Source: an optimization exercise on an open RTL-to-GDS flow (aim: small area, a short achievable clock period and few clock cycles per item). Production flows keep margins and buffers that such runs may drop. Function was checked by simulation only, so behaviour that the tests miss may differ from the original.

==> flow/design.v <==
package csu_pkg;
  localparam int unsigned PIX_W = 8;
  localparam int unsigned Q_W   = 6;
  localparam int unsigned C_W   = 27;    
  localparam int unsigned E_W   = 46;    
  localparam int unsigned OQ_D  = 4;     
endpackage
module csu_divider #(
  parameter int HI = 9,
  parameter int LO = 7
) (
  input  logic [26:0]      rem_i,
  input  logic [16:0]      m_i,
  output logic [26:0]      rem_o,
  output logic [HI-LO:0]   q_o
);
  always_comb begin
    logic [26:0] r;
    logic [27:0] t;
    r = rem_i;
    for (int i = 0; i <= HI - LO; i++) begin
      t = {1'b0, r} - (28'(m_i) << (HI - i));
      q_o[HI-LO-i] = !t[27];
      if (!t[27]) r = t[26:0];
    end
    rem_o = r;
  end
endmodule
module csu_datapath (
  input  logic [5:0]         k_i,
  input  logic signed [26:0] cfwd_i,
  input  logic signed [26:0] cnext_i,
  output logic signed [26:0] c_o
);
  logic signed [42:0] c, x, t;
  logic k2, k3, kge2, kge3, kge4;
  assign c    = 43'(cnext_i);
  assign k2   = k_i == 6'd2;
  assign k3   = k_i == 6'd3;
  assign kge2 = k_i >= 6'd2;
  assign kge3 = k_i >= 6'd3;
  assign kge4 = k_i >= 6'd4;
  assign x = (c <<< 14)
           + (kge2 ? (c <<< 10) : 43'sd0)
           + (k2 ? (c <<< 6) : kge3 ? (c <<< 7) : 43'sd0)
           + (k2 ? (c <<< 2) : kge3 ? (c <<< 4) : 43'sd0)
           + (k3 ? (c <<< 1) : kge4 ? (c <<< 3) : 43'sd0);
  assign t   = (x + 43'sd32768 - 43'(cnext_i[26])) >>> 16;
  assign c_o = 27'(43'(cfwd_i) - t);
endmodule
module csu_ctrl (
  input  logic [5:0]  qreg_i,
  output logic [5:0]  q_o,
  output logic [10:0] q2_o,
  output logic [16:0] m_o,
  output logic [40:0] k_o
);
  logic [5:0]  q;
  logic [10:0] q2;
  logic [16:0] m;
  assign q    = (qreg_i == 6'd0) ? 6'd1 : (qreg_i > 6'd32) ? 6'd32 : qreg_i;
  assign q2   = 11'(q) * 11'(q);
  assign m    = 17'(q2) * 17'(q) * 17'd3;
  assign q_o  = q;
  assign q2_o = q2;
  assign m_o  = m;
  assign k_o  = (41'(m) << 24) + (41'(m) << 15);
endmodule
module cubic_spline_temporal_upsampler_core #(
  parameter int unsigned MAX_SAMPLES = 64,
  parameter int unsigned FRAC_BITS   = 16
) (
  input  logic                       clk_i,
  input  logic                       rst_ni,
  input  logic                       in_valid_i,
  output logic                       in_ready_o,
  input  logic                       in_cmd_i,
  input  logic [csu_pkg::PIX_W-1:0]  in_sample_i,
  input  logic                       in_last_i,
  output logic                       out_valid_o,
  input  logic                       out_ready_i,
  output logic [csu_pkg::PIX_W-1:0]  out_pixel_o,
  output logic                       out_seg_end_o,
  output logic                       out_seq_end_o,
  output logic                       out_error_o,
  input  logic                       cfg_valid_i,
  output logic                       cfg_ready_o,
  input  logic [csu_pkg::Q_W-1:0]    cfg_q_i
);
  localparam int unsigned CW = csu_pkg::C_W;
  localparam int unsigned EW = csu_pkg::E_W;
  localparam int unsigned OD = csu_pkg::OQ_D;
  logic [7:0]          y_mem [64];
  logic [CW-1:0]       c_mem [62];      
  logic [5:0]  qreg_q;
  logic        cfg_d1_q;
  logic [5:0]  pq_q;
  logic [10:0] pq_q2;
  logic [16:0] pq_m;
  logic [40:0] pq_k;
  logic [5:0]  qc;
  logic [10:0] qc2;
  logic [16:0] qm;
  logic [40:0] qk;
  csu_ctrl u_q (.qreg_i(qreg_q), .q_o(qc), .q2_o(qc2), .m_o(qm), .k_o(qk));
  always_ff @(posedge clk_i or negedge rst_ni) begin
    if (!rst_ni) begin
      qreg_q   <= 6'd2;
      cfg_d1_q <= 1'b0;
    end else begin
      if (cfg_valid_i) qreg_q <= cfg_q_i;
      cfg_d1_q <= cfg_valid_i;
    end
  end
  always_ff @(posedge clk_i) begin
    pq_q  <= qc;
    pq_q2 <= qc2;
    pq_m  <= qm;
    pq_k  <= qk;
  end
  logic        req_full_q, req_cmd_q, req_last_q;
  logic [7:0]  req_smp_q;
  logic [6:0]  n_q;
  logic        solved_q;
  logic [5:0]  seg_q;
  logic [1:0]  fst_q;                  
  logic signed [11:0] fx_q;            
  logic [5:0]  fk_q;                   
  logic [7:0]  ya_q, yb_q;             
  logic signed [CW-1:0] negc_q, cprev_q;
  logic [26:0] fqe_q;
  logic        fs_q;
  logic [2:0]  falo_q;
  logic        pend_q, bp_q;
  logic [5:0]  bk_q;
  logic signed [CW-1:0] cnext_q;
  logic [7:0]          rd_y_q;
  logic signed [CW-1:0] rd_c_q;
  logic        rd_v_q, pv_v_q, b_v_q, h_v_q;
  logic [6:0]  sp_ptr_q;
  logic        rd_last_q;
  logic [7:0]  pv_y_q;
  logic signed [CW-1:0] pv_c_q;
  logic signed [39:0] b_p2_q;
  logic signed [32:0] b_p1_q;
  logic signed [27:0] b_c_q;
  logic [7:0]  b_y0_q, b_y1_q;
  logic        b_fin_q;
  logic signed [EW-1:0] h_d1_q, h_d2_q, h_d3_q;
  logic [7:0]  h_y0_q, h_y1_q;
  logic        h_fin_q;
  logic        e_run_q, e_byp_q, e_fin_q;
  logic [5:0]  e_cnt_q;
  logic signed [EW-1:0] e_num_q, e_d1_q, e_d2_q, e_d3_q;
  logic [7:0]  e_y0_q, e_ylast_q, e_bpix_q;
  logic [2:0]  e_bfl_q;                
  logic        s1_v_q, s2_v_q;
  logic        s1_byp_q, s2_byp_q, s1_neg_q, s2_neg_q, s1_ovf_q, s2_ovf_q;
  logic [26:0] s1_r_q, s2_r_q;
  logic [2:0]  s1_qb_q;
  logic [5:0]  s2_qb_q;
  logic [7:0]  s1_y_q, s2_y_q;         
  logic [2:0]  s1_fl_q, s2_fl_q;
  logic [10:0] oq_q [OD];
  logic [2:0]  oq_cnt_q;
  logic [2:0]  occ_q;
  logic credit, issue, xfer;
  logic eng_free, is_err, emit_ok, load_ok, consume, rdy, acc;
  logic c_load, c_emit, c_emit_ok_seg;
  logic [6:0] l_idx;
  logic       l_store, l_fwd;
  logic       flush, sp_act;
  logic       h_take, h_free, b_to_h, b_free, r_to_b, r_to_pv, r_free, rd_issue;
  logic       bp_start;
  assign credit = occ_q < 3'(OD);
  assign xfer   = (oq_cnt_q != 3'd0) && out_ready_i;
  assign issue  = credit && (e_run_q || e_byp_q);
  assign eng_free = (!e_run_q && !e_byp_q) ||
                    (credit && ((e_run_q && e_cnt_q == 6'd1 && !e_fin_q) || (!e_run_q && e_byp_q)));
  assign is_err   = !solved_q || n_q < 7'd2;
  assign emit_ok  = !pend_q && !bp_q && fst_q == 2'd0 && eng_free && (is_err || h_v_q);
  assign load_ok  = !pend_q && !bp_q && fst_q != 2'd1;
  assign consume  = req_full_q && (req_cmd_q ? emit_ok : load_ok);
  assign rdy      = !req_full_q || consume;
  assign acc      = in_valid_i && rdy;
  assign c_load   = consume && !req_cmd_q;
  assign c_emit   = consume && req_cmd_q;
  assign c_emit_ok_seg = c_emit && !is_err;
  assign l_idx    = solved_q ? 7'd0 : n_q;
  assign l_store  = l_idx < 7'd64;
  assign l_fwd    = l_store && l_idx >= 7'd2;
  assign bp_start = pend_q && !bp_q && fst_q == 2'd0;
  always_ff @(posedge clk_i or negedge rst_ni) begin
    if (!rst_ni) begin
      req_full_q <= 1'b0;
    end else begin
      if (acc) req_full_q <= 1'b1;
      else if (consume) req_full_q <= 1'b0;
    end
  end
  always_ff @(posedge clk_i) begin
    if (acc) begin
      req_cmd_q  <= in_cmd_i;
      req_smp_q  <= in_sample_i;
      req_last_q <= in_last_i;
    end
  end
  always_ff @(posedge clk_i) begin
    if (c_load && l_store) y_mem[l_idx[5:0]] <= req_smp_q;
  end
  logic signed [28:0] f_m;
  logic [27:0]        f_abs;
  logic [29:0]        f_a;
  logic [57:0]        f_prod;
  logic [17:0]        f_d;
  logic [18:0]        f_rem;
  logic               f_neg;
  logic signed [CW-1:0] f_cpos, f_cneg, f_c, f_nc;
  logic signed [11:0] f_df;
  assign f_df = $signed({4'd0, ya_q}) - $signed({3'd0, yb_q, 1'b0}) + $signed({4'd0, req_smp_q});
  always_comb begin
    case (fk_q)
      6'd1:    begin f_a = 30'd536870912; f_d = 18'd0;      end
      6'd2:    begin f_a = 30'd572662307; f_d = 18'd245760; end
      6'd3:    begin f_a = 30'd575218208; f_d = 18'd244668; end
      6'd4:    begin f_a = 30'd575401646; f_d = 18'd244590; end
      default: begin f_a = 30'd575415761; f_d = 18'd244584; end
    endcase
  end
  assign f_m    = {fx_q[11], fx_q, 16'd0} + 29'(negc_q);
  assign f_abs  = f_m[28] ? 28'(-f_m) : 28'(f_m);
  assign f_prod = 58'(f_abs) * 58'(f_a) + 58'(31'd1 << 30);
  assign f_rem  = {falo_q, 16'd0} + 19'(f_d >> 1) - 19'(fqe_q[18:0] * 19'(f_d));
  assign f_neg  = (fk_q != 6'd1) && f_rem[18];
  assign f_cpos = f_neg ? CW'(fqe_q - 27'd1) : CW'(fqe_q);
  assign f_cneg = f_neg ? CW'(27'd1 - fqe_q) : CW'(-fqe_q);
  assign f_c    = fs_q ? f_cneg : f_cpos;
  assign f_nc   = fs_q ? f_cpos : f_cneg;
  always_ff @(posedge clk_i or negedge rst_ni) begin
    if (!rst_ni) begin
      fst_q <= 2'd0;
    end else begin
      case (fst_q)
        2'd1:    fst_q <= 2'd2;
        2'd2:    fst_q <= (c_load && l_fwd) ? 2'd1 : 2'd0;
        default: fst_q <= (c_load && l_fwd) ? 2'd1 : 2'd0;
      endcase
    end
  end
  always_ff @(posedge clk_i) begin
    if (c_load && l_store) begin
      yb_q <= req_smp_q;
      ya_q <= yb_q;
      if (l_idx < 7'd2) begin
        negc_q  <= '0;
        cprev_q <= '0;
      end
      if (l_fwd) begin
        fx_q <= (f_df <<< 1) + f_df;
        fk_q <= l_idx[5:0] - 6'd1;
      end
    end
    if (fst_q == 2'd1) begin
      fqe_q  <= f_prod[57:31];
      fs_q   <= f_m[28];
      falo_q <= f_abs[2:0];
    end
    if (fst_q == 2'd2) begin
      negc_q  <= f_nc;
      cprev_q <= f_c;
    end
  end
  logic signed [CW-1:0] b_cf;
  csu_datapath u_bs (.k_i(bk_q), .cfwd_i(rd_c_q), .cnext_i(cnext_q), .c_o(b_cf));
  always_ff @(posedge clk_i) begin
    if (fst_q == 2'd2) c_mem[fk_q - 6'd1] <= f_c;
    else if (bp_q) c_mem[bk_q - 6'd1] <= b_cf;
  end
  logic [5:0] c_ra;
  logic       c_rz;
  always_comb begin
    if (bp_start) begin
      c_ra = 6'(n_q - 7'd3);
      c_rz = 1'b0;
    end else if (bp_q) begin
      c_ra = bk_q - 6'd1;
      c_rz = 1'b0;
    end else begin
      c_ra = sp_ptr_q[5:0];
      c_rz = (sp_ptr_q == 7'd0) || (sp_ptr_q == n_q - 7'd1);
    end
  end
  always_ff @(posedge clk_i) begin
    if (rd_issue) rd_y_q <= y_mem[sp_ptr_q[5:0]];
    if (rd_issue || bp_start || bp_q) rd_c_q <= c_rz ? '0 : c_mem[c_ra - 6'd1];
  end
  assign flush    = cfg_valid_i || cfg_d1_q;
  assign sp_act   = solved_q && !flush;
  assign h_take   = c_emit_ok_seg;
  assign h_free   = !h_v_q || h_take;
  assign b_to_h   = b_v_q && h_free;
  assign b_free   = !b_v_q || b_to_h;
  assign r_to_b   = rd_v_q && pv_v_q && b_free;
  assign r_to_pv  = rd_v_q && !pv_v_q;
  assign r_free   = !rd_v_q || r_to_b || r_to_pv;
  assign rd_issue = sp_act && !bp_q && r_free && (sp_ptr_q < n_q);
  logic signed [28:0] s_a2;
  logic signed [8:0]  s_dy;
  logic signed [EW-1:0] h_pc;
  assign h_pc = EW'(b_p1_q) + EW'(b_c_q);
  logic signed [39:0] s_p2;
  logic signed [32:0] s_p1;
  logic signed [27:0] s_c;
  assign s_dy = $signed({1'b0, rd_y_q}) - $signed({1'b0, pv_y_q});
  assign s_a2 = (29'(s_dy) <<< 17) + (29'(s_dy) <<< 16)
              - (29'(pv_c_q) <<< 1) - 29'(rd_c_q);
  assign s_p2 = 40'(s_a2) * $signed({29'd0, pq_q2});
  assign s_p1 = 33'(pv_c_q) * $signed({27'd0, pq_q});
  assign s_c  = 28'(rd_c_q) - 28'(pv_c_q);
  always_ff @(posedge clk_i or negedge rst_ni) begin
    if (!rst_ni) begin
      rd_v_q   <= 1'b0;
      pv_v_q   <= 1'b0;
      b_v_q    <= 1'b0;
      h_v_q    <= 1'b0;
      sp_ptr_q <= '0;
    end else if (!sp_act) begin
      rd_v_q   <= 1'b0;
      pv_v_q   <= 1'b0;
      b_v_q    <= 1'b0;
      h_v_q    <= 1'b0;
      sp_ptr_q <= 7'(seg_q);
    end else begin
      if (rd_issue) begin
        rd_v_q   <= 1'b1;
        sp_ptr_q <= sp_ptr_q + 7'd1;
      end else if (r_to_b || r_to_pv) begin
        rd_v_q <= 1'b0;
      end
      if (r_to_pv) pv_v_q <= 1'b1;
      if (r_to_b) b_v_q <= 1'b1;
      else if (b_to_h) b_v_q <= 1'b0;
      if (b_to_h) h_v_q <= 1'b1;
      else if (h_take) h_v_q <= 1'b0;
    end
  end
  always_ff @(posedge clk_i) begin
    if (rd_issue) rd_last_q <= sp_ptr_q == n_q - 7'd1;
    if (r_to_pv || r_to_b) begin
      pv_y_q <= rd_y_q;
      pv_c_q <= rd_c_q;
    end
    if (r_to_b) begin
      b_p2_q  <= s_p2;
      b_p1_q  <= s_p1;
      b_c_q   <= s_c;
      b_y0_q  <= pv_y_q;
      b_y1_q  <= rd_y_q;
      b_fin_q <= rd_last_q;
    end
    if (b_to_h) begin
      h_d1_q  <= EW'(b_p2_q) + (EW'(b_p1_q) <<< 1) + EW'(b_p1_q) + EW'(b_c_q);
      h_d2_q  <= (h_pc <<< 2) + (h_pc <<< 1);
      h_d3_q  <= (EW'(b_c_q) <<< 2) + (EW'(b_c_q) <<< 1);
      h_y0_q  <= b_y0_q;
      h_y1_q  <= b_y1_q;
      h_fin_q <= b_fin_q;
    end
  end
  always_ff @(posedge clk_i or negedge rst_ni) begin
    if (!rst_ni) begin
      n_q      <= '0;
      solved_q <= 1'b0;
      seg_q    <= '0;
      pend_q   <= 1'b0;
      bp_q     <= 1'b0;
      bk_q     <= '0;
    end else begin
      if (c_load) begin
        if (solved_q) begin
          solved_q <= 1'b0;
          seg_q    <= '0;
        end
        n_q <= l_store ? l_idx + 7'd1 : l_idx;
        if (req_last_q) pend_q <= 1'b1;
      end
      if (c_emit) begin
        if (is_err) begin
          if (solved_q) begin
            solved_q <= 1'b0;
            n_q      <= '0;
            seg_q    <= '0;
          end
        end else if (h_fin_q) begin
          solved_q <= 1'b0;
          n_q      <= '0;
          seg_q    <= '0;
        end else begin
          seg_q <= seg_q + 6'd1;
        end
      end
      if (bp_start) begin
        if (n_q >= 7'd4) begin
          bp_q <= 1'b1;
          bk_q <= 6'(n_q - 7'd3);
        end else begin
          pend_q   <= 1'b0;
          solved_q <= 1'b1;
          seg_q    <= '0;
        end
      end
      if (bp_q) begin
        if (bk_q == 6'd1) begin
          bp_q     <= 1'b0;
          pend_q   <= 1'b0;
          solved_q <= 1'b1;
          seg_q    <= '0;
        end else begin
          bk_q <= bk_q - 6'd1;
        end
      end
    end
  end
  always_ff @(posedge clk_i) begin
    if (bp_start) cnext_q <= cprev_q;
    else if (bp_q) cnext_q <= b_cf;
  end
  always_ff @(posedge clk_i or negedge rst_ni) begin
    if (!rst_ni) begin
      e_run_q <= 1'b0;
      e_byp_q <= 1'b0;
      e_cnt_q <= '0;
      e_fin_q <= 1'b0;
    end else begin
      if (issue) begin
        if (e_run_q) begin
          e_cnt_q <= e_cnt_q - 6'd1;
          if (e_cnt_q == 6'd1) begin
            e_run_q <= 1'b0;
            if (e_fin_q) e_byp_q <= 1'b1;
          end
        end else begin
          e_byp_q <= 1'b0;
        end
      end
      if (c_emit) begin
        if (is_err) begin
          e_byp_q <= 1'b1;
        end else begin
          e_run_q <= 1'b1;
          e_cnt_q <= pq_q;
          e_fin_q <= h_fin_q;
        end
      end
    end
  end
  always_ff @(posedge clk_i) begin
    if (issue && e_run_q) begin
      e_num_q <= e_num_q + e_d1_q;
      e_d1_q  <= e_d1_q + e_d2_q;
      e_d2_q  <= e_d2_q + e_d3_q;
      if (e_cnt_q == 6'd1 && e_fin_q) begin
        e_bpix_q <= e_ylast_q;
        e_bfl_q  <= 3'b110;
      end
    end
    if (c_emit) begin
      if (is_err) begin
        e_bpix_q <= 8'd0;
        e_bfl_q  <= 3'b101;
      end else begin
        e_num_q   <= EW'(pq_k);
        e_d1_q    <= h_d1_q;
        e_d2_q    <= h_d2_q;
        e_d3_q    <= h_d3_q;
        e_y0_q    <= h_y0_q;
        e_ylast_q <= h_y1_q;
      end
    end
  end
  logic signed [29:0] i_n;
  logic        i_neg, i_big;
  logic [26:0] d1_r, d2_r, d3_r;
  logic [2:0]  d1_q;
  logic [3:0]  d2_q;
  logic [2:0]  d3_q;
  logic [9:0]  fin_qq;
  logic signed [10:0] fin_v;
  logic [7:0]  fin_pix;
  logic [10:0] fin_item;
  assign i_n   = e_num_q[EW-1:16];
  assign i_neg = i_n[29];
  assign i_big = !i_n[29] && (i_n[28:27] != 2'b00);
  csu_divider #(.HI(9), .LO(7)) u_d1 (.rem_i(27'(i_n)), .m_i(pq_m), .rem_o(d1_r), .q_o(d1_q));
  csu_divider #(.HI(6), .LO(3)) u_d2 (.rem_i(s1_r_q),   .m_i(pq_m), .rem_o(d2_r), .q_o(d2_q));
  csu_divider #(.HI(2), .LO(0)) u_d3 (.rem_i(s2_r_q),   .m_i(pq_m), .rem_o(d3_r), .q_o(d3_q));
  assign fin_qq  = {1'b0, s2_qb_q, d3_q};
  assign fin_v   = $signed({3'd0, s2_y_q}) + $signed({1'b0, fin_qq[8:0]}) - 11'sd256;
  assign fin_pix = s2_byp_q ? s2_y_q :
                   (s2_neg_q || (!s2_ovf_q && fin_v < 0)) ? 8'd0 :
                   (s2_ovf_q || fin_v > 11'sd255) ? 8'd255 : fin_v[7:0];
  assign fin_item = {fin_pix, s2_fl_q};
  always_ff @(posedge clk_i or negedge rst_ni) begin
    if (!rst_ni) begin
      s1_v_q <= 1'b0;
      s2_v_q <= 1'b0;
    end else begin
      s1_v_q <= issue;
      s2_v_q <= s1_v_q;
    end
  end
  always_ff @(posedge clk_i) begin
    if (issue) begin
      s1_byp_q <= !e_run_q;
      s1_neg_q <= i_neg;
      s1_ovf_q <= i_big || d1_q[2];
      s1_r_q   <= d1_r;
      s1_qb_q  <= d1_q;
      s1_y_q   <= e_run_q ? e_y0_q : e_bpix_q;
      s1_fl_q  <= e_run_q ? {(e_cnt_q == 6'd1) && !e_fin_q, 2'b00} : e_bfl_q;
    end
    s2_byp_q <= s1_byp_q;
    s2_neg_q <= s1_neg_q;
    s2_ovf_q <= s1_ovf_q;
    s2_r_q   <= d2_r;
    s2_qb_q  <= {s1_qb_q[1:0], d2_q};
    s2_y_q   <= s1_y_q;
    s2_fl_q  <= s1_fl_q;
  end
  always_ff @(posedge clk_i or negedge rst_ni) begin
    if (!rst_ni) begin
      oq_cnt_q <= '0;
      occ_q    <= '0;
    end else begin
      oq_cnt_q <= oq_cnt_q + 3'(s2_v_q) - 3'(xfer);
      occ_q    <= occ_q + 3'(issue) - 3'(xfer);
    end
  end
  always_ff @(posedge clk_i) begin
    for (int e = 0; e < int'(OD); e++) begin
      if (s2_v_q && (3'(e) == oq_cnt_q - 3'(xfer))) oq_q[e] <= fin_item;
      else if (xfer && e < int'(OD) - 1) oq_q[e] <= oq_q[e+1];
    end
  end
  assign in_ready_o    = rdy;
  assign cfg_ready_o   = 1'b1;
  assign out_valid_o   = oq_cnt_q != 3'd0;
  assign out_pixel_o   = oq_q[0][10:3];
  assign out_seg_end_o = oq_q[0][2];
  assign out_seq_end_o = oq_q[0][1];
  assign out_error_o   = oq_q[0][0];
endmodule
==> flow/run.sh <==
#!/bin/bash
# synth_recipe.tcl (not shown) runs the flow's synth.tcl, then flattens the netlist and writes it again
# the make line also repeats each setting of config.mk as NAME=value (left out here)
make -C /OpenROAD-flow-scripts/flow DESIGN_CONFIG=/design/flow/config.mk WORK_HOME=/design/flow/orfs CLKGATE_MAP_FILE= SYNTH_SCRIPT=/design/flow/synth_recipe.tcl finish
==> flow/config.mk <==
export PLATFORM = sky130hd
export DESIGN_NAME = cubic_spline_temporal_upsampler_core
export DESIGN_NICKNAME = cubic_spline_temporal_upsampler_core
export VERILOG_FILES = /design/flow/design.v
export SDC_FILE = /design/flow/constraint.sdc
export NUM_CORES = 4
export LEC_CHECK = 0
export CAP_MARGIN = 20
export CORE_MARGIN = 2
export CORE_UTILIZATION = 30
export SLEW_MARGIN = 20
==> flow/constraint.sdc <==
create_clock -name core_clock -period 12.0 [get_ports {clk_i}]
set_input_delay 2.4000 -clock core_clock [delete_from_list [all_inputs] [get_ports {clk_i}]]
set_output_delay 2.4000 -clock core_clock [all_outputs]
set_load 0.01 [all_outputs]
==> load_flow_metrics.sql <==
INSERT INTO impl_metrics (metric_group, metric, value, unit) VALUES
('yosys', 'synth-edff-count', '2790', ''),
('grt', 'grtUsageTotal', '15.2', '%'),
('cts', 'tritoncts', 'yes', ''),
('floorplanning', 'rows', '296', ''),
('grt', 'grt_antenna_before_repair', '11', ''),
('route', 'post_drt_wl_per_cell', '20.5', 'µm'),
('route', 'totalWireLength', '510000', 'µm'),
('final_layout', 'final_instance_count_without_filler_cells', '24800', ''),
('timing', 'post_route_fraction_of_the_period_consumed_by_the_critical_path', '94.0', '%'),
('grt', 'grt_pass1_wl', '776000', 'µm'),
('min_path', 'timing.hold.worst_path_depth', '0', ''),
('timing', 'clock_skew', '0.122', 'ns'),
('route', 'drc_errors', '0', ''),
('yosys', 'sequential_cell_area_fraction_in_the_yosys_report', '46.0', '%'),
('route', 'ant_nets', '0', ''),
('route', 'route.detailed.vias_per_inst', '4.93', ''),
('cts', 'cts_max_level', '5', ''),
('worst_setup_path', 'critPathKind', 'flip-flop to flip-flop', ''),
('yosys', 'yosys_most_used_dff', 'sky130_fd_sc_hd__edfxtp_1', ''),
('final_layout', 'area_overhead_vs_synth', '12.4', '%'),
('yosys', 'yosysTopAreaCell', 'sky130_fd_sc_hd__edfxtp_1', ''),
('cts', 'clk_root_buf', 'sky130_fd_sc_hd__clkbuf_16', ''),
('worst_setup_path', 'critical-path-top-delay-family', 'adder cells', ''),
('timing', 'timing_worst_slew_pin_value', '1.22', 'ns'),
('placed_design', 'placedCellCount', '24200', ''),
('placed_design', 'port_buf_inserts', '33', ''),
('worst_setup_path', 'cp-start-kind', 'flip-flop', ''),
('timing', 'setup_viol', '0', ''),
('grt', 'first_global_vias', '125000', ''),
('floorplanning', 'core_area', '650000', 'µm²'),
('cts', 'max-clock-path-buffers', '4', ''),
('floorplanning', 'fp.dieH', '812', 'µm'),
('yosys', 'synth_cell_type_count', '114', ''),
('cts', 'clock_transition_at_the_registers_of_the_reported_paths', '0.06', 'ns'),
('status', 'status', 'timing/DRC/antenna clean', ''),
('timing', 'finalWorstPathRequiredPeriod', '11.28', 'ns'),
('worst_setup_path', 'crit_top_cell', 'sky130_fd_sc_hd__fa_1', ''),
('yosys', 'synth_cells', '15700', ''),
('worst_setup_path', 'total_stage_count_of_the_critical_path', '40', ''),
('yosys', 'synth.cell_area', '196000', 'µm²'),
('route', 'detail_route.first_pass.iterations', '6', ''),
('yosys', 'yosys_warnings', '5', ''),
('yosys', 'synth_top_area_share', '42.8', '%'),
('timing', 'max-slew-margin-rel', '18.3', '%'),
('worst_setup_path', 'timing.critical_path.to_type', 'flip-flop', ''),
('yosys', 'synth_seq_cells', '3092', ''),
('min_path', 'timing.hold.worst.class', 'flip-flop to flip-flop', ''),
('timing', 'setup_ws', '0.717', 'ns'),
('placed_design', 'place.gp.congestion', '0.905', ''),
('floorplanning', 'io_pins', '35', ''),
('grt', 'global_route_total_overflow', '0', ''),
('floorplanning', 'initial_core_util', '30.1', '%'),
('worst_setup_path', 'required', '12.74', 'ns'),
('worst_setup_path', 'cpPeakStageDelay', '0.53', 'ns'),
('route', 'via_count_of_the_routed_design', '122000', ''),
('route', 'drtIter0Drc', '10300', ''),
('final_layout', 'fill_cells', '63500', ''),
('yosys', 'synth.top_cells.by_count', '2790 x sky130_fd_sc_hd__edfxtp_1, 1883 x sky130_fd_sc_hd__inv_1, 1409 x sky130_fd_sc_hd__ha_1, 1278 x sky130_fd_sc_hd__fa_1, 1213 x sky130_fd_sc_hd__nand2_1', ''),
('worst_setup_path', 'timing.critical_path.slowest_stage_cell', 'sky130_fd_sc_hd__fa_1', ''),
('yosys', 'postSynth.asyncResetShare', '1.94', '%'),
('floorplanning', 'fp.dieArea', '659000', 'µm²'),
('yosys', 'synthesis.area_per_instance', '12.5', 'µm²'),
('worst_setup_path', 'worstPathMaxFanout', '6', ''),
('worst_setup_path', 'r2r_cells', '40', ''),
('placed_design', 'pre_cts_slack', '-0.124', 'ns'),
('cts', 'clock_insertion_delay_worst_skew', '1.02', 'ns');
[stage by stage]
step                util (%)  cell area [µm²]
CTS                     33.8           220000
floorplan                  -           196000
detailed placement      32.2           209000
finish                  33.9           220000
global route            33.9           220000
global placement        32.2           209000
[path summary, 6_finish.rpt]
kind / start / end / slack [ns]
setup / recovery: negc_q[2] / fqe_q[26] / 0.72
hold / removal: s1_r_q[2] / s2_r_q[2] / 0.25
setup reg to reg: negc_q[2] / fqe_q[26] / 0.72
hold reg to reg: s1_r_q[2] / s2_r_q[2] / 0.25
max in group asynchronous: rst_ni / sp_ptr_q[1] / 9.49
min in group asynchronous: rst_ni / n_q[0] / 1.32
[per-layer routing]
layer | up-vias | routed length, µm | track usage, %
met2 | 3483 | 239000 | 25.2
met4 | 4 | 14000 | 3.87
li1 | 56000 | - | -
met1 | 62300 | 227000 | 21.2
met5 | - | 21 | 0
met3 | 622 | 29300 | 1.68
[area by class of cell]
class                           instances  area, µm²  share of cell area (%)
Timing Repair Buffer                  408       3500                    1.59
Tap cell                             8642      10800                    4.91
Clock inverter                        206       2250                    1.02
Clock buffer                          387       8490                    3.86
Multi-Input combinational cell      10200      97800                    44.4
Inverter                             1893       7110                    3.23
Antenna cell                            5       12.5                 0.00569
Sequential cell                      3092      90100                    41.0
[cell families (layout without fill, tap and decap cells)]
kind of cell,after synthesis,in the layout,synth area share (%)
AOI/OAI and AO/OA,2479,2479,7.98
adders and majority gates,2688,2688,22.1
other,2,44,0.00384
buffers and inverters,2386,2894,4.59
xor gates and xnor gates,752,752,3.37
DFF,3092,3092,46.0
muxes,789,789,7.77
and+or+nand+nor,3464,3464,8.18
[cells in the final DEF (no fill, tap or decap), types with 55 or more instances in the layout]
cell type	count
sky130_fd_sc_hd__a211oi_1	140
sky130_fd_sc_hd__a21o_1	224
sky130_fd_sc_hd__a21oi_1	739
sky130_fd_sc_hd__a22oi_1	55
sky130_fd_sc_hd__a311oi_1	58
sky130_fd_sc_hd__a31oi_1	106
sky130_fd_sc_hd__and2_1	366
sky130_fd_sc_hd__and3_1	92
sky130_fd_sc_hd__buf_4	347
sky130_fd_sc_hd__clkbuf_16	327
sky130_fd_sc_hd__clkinv_1	64
sky130_fd_sc_hd__clkinv_2	61
sky130_fd_sc_hd__dfrtp_1	56
sky130_fd_sc_hd__dfxtp_1	241
sky130_fd_sc_hd__edfxtp_1	2790
sky130_fd_sc_hd__fa_1	1278
sky130_fd_sc_hd__ha_1	1408
sky130_fd_sc_hd__inv_1	1880
sky130_fd_sc_hd__mux2_2	101
sky130_fd_sc_hd__mux2i_1	87
sky130_fd_sc_hd__mux4_2	573
sky130_fd_sc_hd__nand2_1	1209
sky130_fd_sc_hd__nand2b_1	117
sky130_fd_sc_hd__nand3_1	148
sky130_fd_sc_hd__nor2_1	913
sky130_fd_sc_hd__nor2b_1	111
sky130_fd_sc_hd__nor3_1	162
sky130_fd_sc_hd__o21a_1	110
sky130_fd_sc_hd__o21ai_0	556
sky130_fd_sc_hd__o21bai_1	85
sky130_fd_sc_hd__or3_1	76
sky130_fd_sc_hd__xnor2_1	500
sky130_fd_sc_hd__xor2_1	241
[what timing repair did]
item / CTS / global route
gates cloned: 0 / 0
setup endpoints to repair: 12 / 71
resized for setup: 2 / 30
setup buffers: 0 / 2
pin swaps: 0 / 3
[sequential cells by signal, indices dropped and copies added, names as in the netlist, 28 cells and up]
name	cells
h_d3_q	30
oq_q	44
e_d2_q	45
b_p2_q	40
e_d1_q	46
y_mem	512
b_c_q	28
e_d3_q	30
h_d1_q	43
c_mem	1674
e_num_q	46
h_d2_q	36
b_p1_q	33
Testbench counts, summed over its fixed seeds: cycles 9,179, items 5,529.

-- separate check: timing with driven ports --
The results above use ideal ports. As a check the final layout listed here was re-extracted and re-timed, cells and wires unchanged.
Step 1, drivers: a clkbuf_16 drives clk_i and a buf_2 each remaining input, both assumed.
Step 2, shift: input delay + t, output delay - t, t = (earliest + latest rising clock arrival at the registers) / 2. This alone moves slack from input paths to output paths.
Three values: no drivers, after step 1, after step 2; two values: the first two.
t, ns: 1.071
setup slack, ns: 0.717 / 0.717 / 0.717
worst setup path after step 2: register to register
latest minus earliest clock arrival (ns): 0.146 / 0.147
cell pins on the clock port's net: 1
After both steps this run still meets setup and hold. For this run, drivers alone change the setup slack by 0.000 ns; drivers and shift together by 0.000 ns.
